From an optimization exercise on the open Yosys and OpenROAD flow, aimed at small area; shortcuts taken in it are not production practice.
At most, simulation tests tie the RTL to the original design; equivalence was not proved.

==> 05-14 <==
==> flow/design.v (excerpt) <==
module motion_top
(
    input  logic                        osc_clk,
    input  logic                        arst_n,
    input  logic                        reg_wr,
    input  logic [5-1:0]   reg_addr,
    input  logic [32-1:0]   reg_data,
    input  logic [5-1:0]   rd_addr,
    output logic [32-1:0]   rd_data,
    output logic                        done,
    output logic [4-1:0] motor_step,
    output logic [4-1:0] motor_dir,
    output logic [4-1:0] motor_enable
);
export LEC_CHECK = 0
export CAP_MARGIN = 20
export CORE_MARGIN = 2
export CORE_UTILIZATION = 40
export PLACE_DENSITY = 0.6
export SLEW_MARGIN = 20
create_clock -name core_clock -period 10.0 [get_ports {osc_clk}]
run.sh (not shown) runs the stock make flow with config.mk's settings and CLKGATE_MAP_FILE= SYNTH_SCRIPT=/design/flow/synth_recipe.tcl, a recipe that flattens the netlist after the stock synthesis.
==> inputs of 06-11, as changes to 05-14 <==
--- a/flow/design.v
+++ b/flow/design.v
@@ -97,25 +97,25 @@
     input  logic [32-1:0] steps_limit,
     output logic                      tick,
     output logic                      running,
     output logic                      done,
     output logic [32-1:0] tick_count
 );
-    logic [32-1:0] dt_cnt1;
-    logic [32-1:0] dt_cnt1_inc;
+    logic [32-1:0] dt_cnt;
+    logic [32-1:0] dt_cnt_inc;
     logic [32-1:0] tick_inc;
     logic                      dt_hit;
     logic                      ev;
     logic                      last;
-    motion_rc_inc #(.W(32)) u_dt_inc   (.a(dt_cnt1),    .s(dt_cnt1_inc));
-    motion_rc_inc #(.W(32)) u_tick_inc (.a(tick_count), .s(tick_inc));
-    motion_ge     #(.W(32)) u_dt_ge    (.a(dt_cnt1),  .b(dt_limit),    .ge(dt_hit));
-    motion_ge     #(.W(32)) u_last_ge  (.a(tick_inc), .b(steps_limit), .ge(last));
-    assign ev = running && !go && !abort && dt_hit;
+    assign dt_cnt_inc = dt_cnt + 1'b1;
+    assign tick_inc   = tick_count + 1'b1;
+    assign dt_hit     = dt_cnt_inc >= dt_limit;
+    assign ev         = running && !go && !abort && dt_hit;
+    assign last       = tick_inc >= steps_limit;
     always_ff @(posedge osc_clk) begin
-        dt_cnt1 <= (go || dt_hit) ? 32'(1) : dt_cnt1_inc;
+        dt_cnt <= (go || dt_hit) ? '0 : dt_cnt_inc;
     end
     always_ff @(posedge osc_clk or negedge arst_n) begin
         if (!arst_n) begin
             tick_count <= '0;
             tick       <= 1'b0;
             running    <= 1'b0;
@@ -142,63 +142,32 @@
     input  logic [32-1:0]     vel,
     input  logic [32-1:0]     acc,
     input  logic [5-1:0] step_bit,
     output logic                          step_req,
     output logic                          req_dir
 );
-    localparam int W  = 32;
-    localparam int S  = 16;      
-    localparam int WH = W - S;
-    logic [W-1:0]  phase;
-    logic [S-1:0]  vel_lo;
-    logic [WH-1:0] vel_hi;
-    logic          vel_c;
-    logic [W-1:0]  accel;
-    logic          vel_neg_q;
-    logic [S-1:0]  vlo_t, alo_t, vel_lo_next, ph_lo_next;
-    logic [WH-1:0] vhi_t, ahi_t, vel_hi_next, ph_hi0, ph_hi_next;
-    logic [WH:0]   ph_hi_ones;
-    logic          vel_c_next, ph_c, vc_t;
-    logic [W-1:0]  phase_next;
-    logic [W-1:0]  tog_base;
-    logic [W-1:0]  tog_inc;
-    logic          toggled;
-    logic          vel_neg;
-    assign vlo_t = vel_lo & {S{tick}};
-    assign vhi_t = vel_hi & {WH{tick}};
-    assign vc_t  = vel_c & tick;
-    assign alo_t = accel[S-1:0] & {S{tick}};
-    assign ahi_t = accel[W-1:S] & {WH{tick}};
-    motion_rc_add #(.W(S))  u_vlo (.a(vel_lo), .b(alo_t), .cin(1'b0),  .s(vel_lo_next), .cout(vel_c_next));
-    motion_rc_add #(.W(WH)) u_vhi (.a(vel_hi), .b(ahi_t), .cin(vel_c), .s(vel_hi_next), .cout());
-    motion_rc_add #(.W(S))  u_plo (.a(phase[S-1:0]), .b(vlo_t), .cin(1'b0), .s(ph_lo_next), .cout(ph_c));
-    motion_rc_add #(.W(WH)) u_phi (.a(phase[W-1:S]), .b(vhi_t), .cin(vc_t), .s(ph_hi0), .cout());
-    assign ph_hi_ones[0] = 1'b1;
-    for (genvar i = 0; i < WH; i++) begin : g_inc
-        assign ph_hi_ones[i+1] = ph_hi_ones[i] & ph_hi0[i];
-        assign ph_hi_next[i]   = ph_hi0[i] ^ (ph_c & ph_hi_ones[i]);
-    end
-    assign phase_next = {ph_hi_next, ph_lo_next};
-    assign tog_base = {ph_hi0 ^ phase[W-1:S], ph_lo_next ^ phase[S-1:0]};
-    assign tog_inc  = {ph_hi_ones[WH-1:0], {S{1'b0}}};
-    assign toggled  = tog_base[step_bit] ^ (ph_c & tog_inc[step_bit]);
-    assign vel_neg = vel_hi[WH-1] ^ (vel_c & (&vel_hi[WH-2:0]));
+    logic [32-1:0] phase;
+    logic [32-1:0] velocity;
+    logic [32-1:0] accel;
+    logic [32-1:0] phase_next;
+    logic [32-1:0] toggled;
+    logic                      vel_neg;
+    assign phase_next = phase + (velocity & {32{tick}});
+    assign toggled    = phase_next ^ phase;
     always_ff @(posedge osc_clk) begin
-        phase     <= go ? '0 : phase_next;
-        vel_lo    <= go ? vel[S-1:0] : vel_lo_next;
-        vel_hi    <= go ? vel[W-1:S] : vel_hi_next;
-        vel_c     <= go ? 1'b0 : vel_c_next;
+        phase    <= go ? '0 : phase_next;
+        velocity <= go ? vel : velocity + (accel & {32{tick}});
         if (go) accel <= acc;
-        vel_neg_q <= vel_neg;
+        vel_neg  <= velocity[32-1];
     end
-    assign req_dir = ~vel_neg_q;
+    assign req_dir = ~vel_neg;
     always_ff @(posedge osc_clk or negedge arst_n) begin
         if (!arst_n) begin
             step_req <= 1'b0;
         end else begin
-            step_req <= !go && toggled;
+            step_req <= !go && toggled[step_bit];
         end
     end
 endmodule
 `timescale 1ns/1ps
 module motor_step_gen
 (
@@ -219,25 +188,23 @@
     localparam logic [1:0] PULSE = 2'd2;
     localparam logic [1:0] POST  = 2'd3;
     logic [1:0]                state;
     logic [32-1:0] cnt;  
     logic [32-1:0] lim;
     logic                      hit;
-    logic [32-1:0] cnt_inc;
-    motion_rc_inc #(.W(32)) u_inc (.a(cnt), .s(cnt_inc));
-    motion_ge     #(.W(32)) u_ge  (.a(cnt), .b(lim), .ge(hit));
     always_comb begin
         case (state)
             PRE:     lim = pre_n;
             PULSE:   lim = pulse_n;
             default: lim = post_n;
         endcase
     end
+    assign hit  = cnt >= lim;
     assign step = (state == PULSE);
     always_ff @(posedge osc_clk) begin
-        cnt <= (state == IDLE || hit) ? 32'(1) : cnt_inc;
+        cnt <= (state == IDLE || hit) ? 32'(1) : cnt + 1'b1;
     end
     always_ff @(posedge osc_clk or negedge arst_n) begin
         if (!arst_n) begin
             state <= IDLE;
             dir   <= 1'b0;
         end else begin
@@ -347,47 +314,6 @@
             .post_n   (post_n),
             .step     (motor_step[k]),
             .dir      (motor_dir[k])
         );
     end
 endmodule
-module motion_rc_add #(parameter int W = 16)
-(
-    input  logic [W-1:0] a,
-    input  logic [W-1:0] b,
-    input  logic         cin,
-    output logic [W-1:0] s,
-    output logic         cout
-);
-    logic [W:0] c;
-    assign c[0] = cin;
-    for (genvar i = 0; i < W; i++) begin : g_bit
-        assign s[i]   = a[i] ^ b[i] ^ c[i];
-        assign c[i+1] = (a[i] & b[i]) | (c[i] & (a[i] ^ b[i]));
-    end
-    assign cout = c[W];
-endmodule
-module motion_rc_inc #(parameter int W = 32)
-(
-    input  logic [W-1:0] a,
-    output logic [W-1:0] s
-);
-    logic [W:0] c;
-    assign c[0] = 1'b1;
-    for (genvar i = 0; i < W; i++) begin : g_bit
-        assign s[i]   = a[i] ^ c[i];
-        assign c[i+1] = a[i] & c[i];
-    end
-endmodule
-module motion_ge #(parameter int W = 32)
-(
-    input  logic [W-1:0] a,
-    input  logic [W-1:0] b,
-    output logic         ge
-);
-    logic [W:0] c;
-    assign c[0] = 1'b1;
-    for (genvar i = 0; i < W; i++) begin : g_bit
-        assign c[i+1] = a[i] ? (~b[i] | c[i]) : (~b[i] & c[i]);
-    end
-    assign ge = c[W];
-endmodule
==> qor summary <==
item                                                       06-11                                       05-14
Wl on met1                                             108000 um                                    72100 um
Final HPWL DP                                          185000 um                                   114000 um
Final worst clock skew                                 0.0526 ns                                   0.0281 ns
Core outline area                                    160000 um^2                                 142000 um^2
Tap cells                                                   2160                                        1890
Later-pin clock latency in the skew report               0.78 ns                                     0.73 ns
Number of inserted filler cells in the final layout        15554                                       13019
GR met1 Demand/Resource                                    41.7%                                       30.5%
CP max stage delay                                       0.87 ns                                     0.56 ns
Worst hold slack                                        0.422 ns                                    0.403 ns
GR Layer Usage met3                                        6.89%                                       3.07%
Result of the run               no timing/DRC/antenna violations            no timing/DRC/antenna violations
Routability Congestion                                     0.988                                       0.859
Transition time of the tightest slew-check pin           1.23 ns                                     1.06 ns
Post-synthesis average cell area                       9.46 um^2                                   11.0 um^2
Syn Std Cell Area                                     64500 um^2                                  57200 um^2
Worst setup path endpoint                             rd_data[1]  g_axis[0].acc_profile.phase[30]$_SDFF_PP0_
Function not checked in 05-14: the RTL went through the layout flow alone.

==> static timing again, ports no longer ideal <==
In the flow no input, the clock included, has a driving cell. The finished layouts below were timed again as built, in two steps. Step 1, drivers: a clkbuf_16 drives osc_clk and a buf_2 each remaining input, both assumed. Step 2, shift: input delay + t, output delay - t, t = (earliest + latest rising clock arrival at the registers) / 2. This alone moves slack from input paths to output paths. Slacks: ideal / step 1 / step 2; pairs: ideal / step 1.
| run | t, ns | setup slack, ns | hold slack, ns | latest minus earliest clock arrival (ns) | worst register clock-pin slew, ns |
|---|---|---|---|---|---|
| 05-14 | 0.794 | 0.708 / 0.708 / 0.708 | 0.403 / 0.403 / 0.403 | 0.029 / 0.029 | 0.07 / 0.07 |
| 06-11 | 0.839 | 2.187 / 2.100 / 2.100 | 0.422 / 0.422 / 0.422 | 0.055 / 0.056 | 0.07 / 0.07 |
After both steps setup and hold are still met in every run listed. The setup slack of 06-11, which loses most, moves by -0.087 ns with the drivers and by -0.087 ns with both steps.
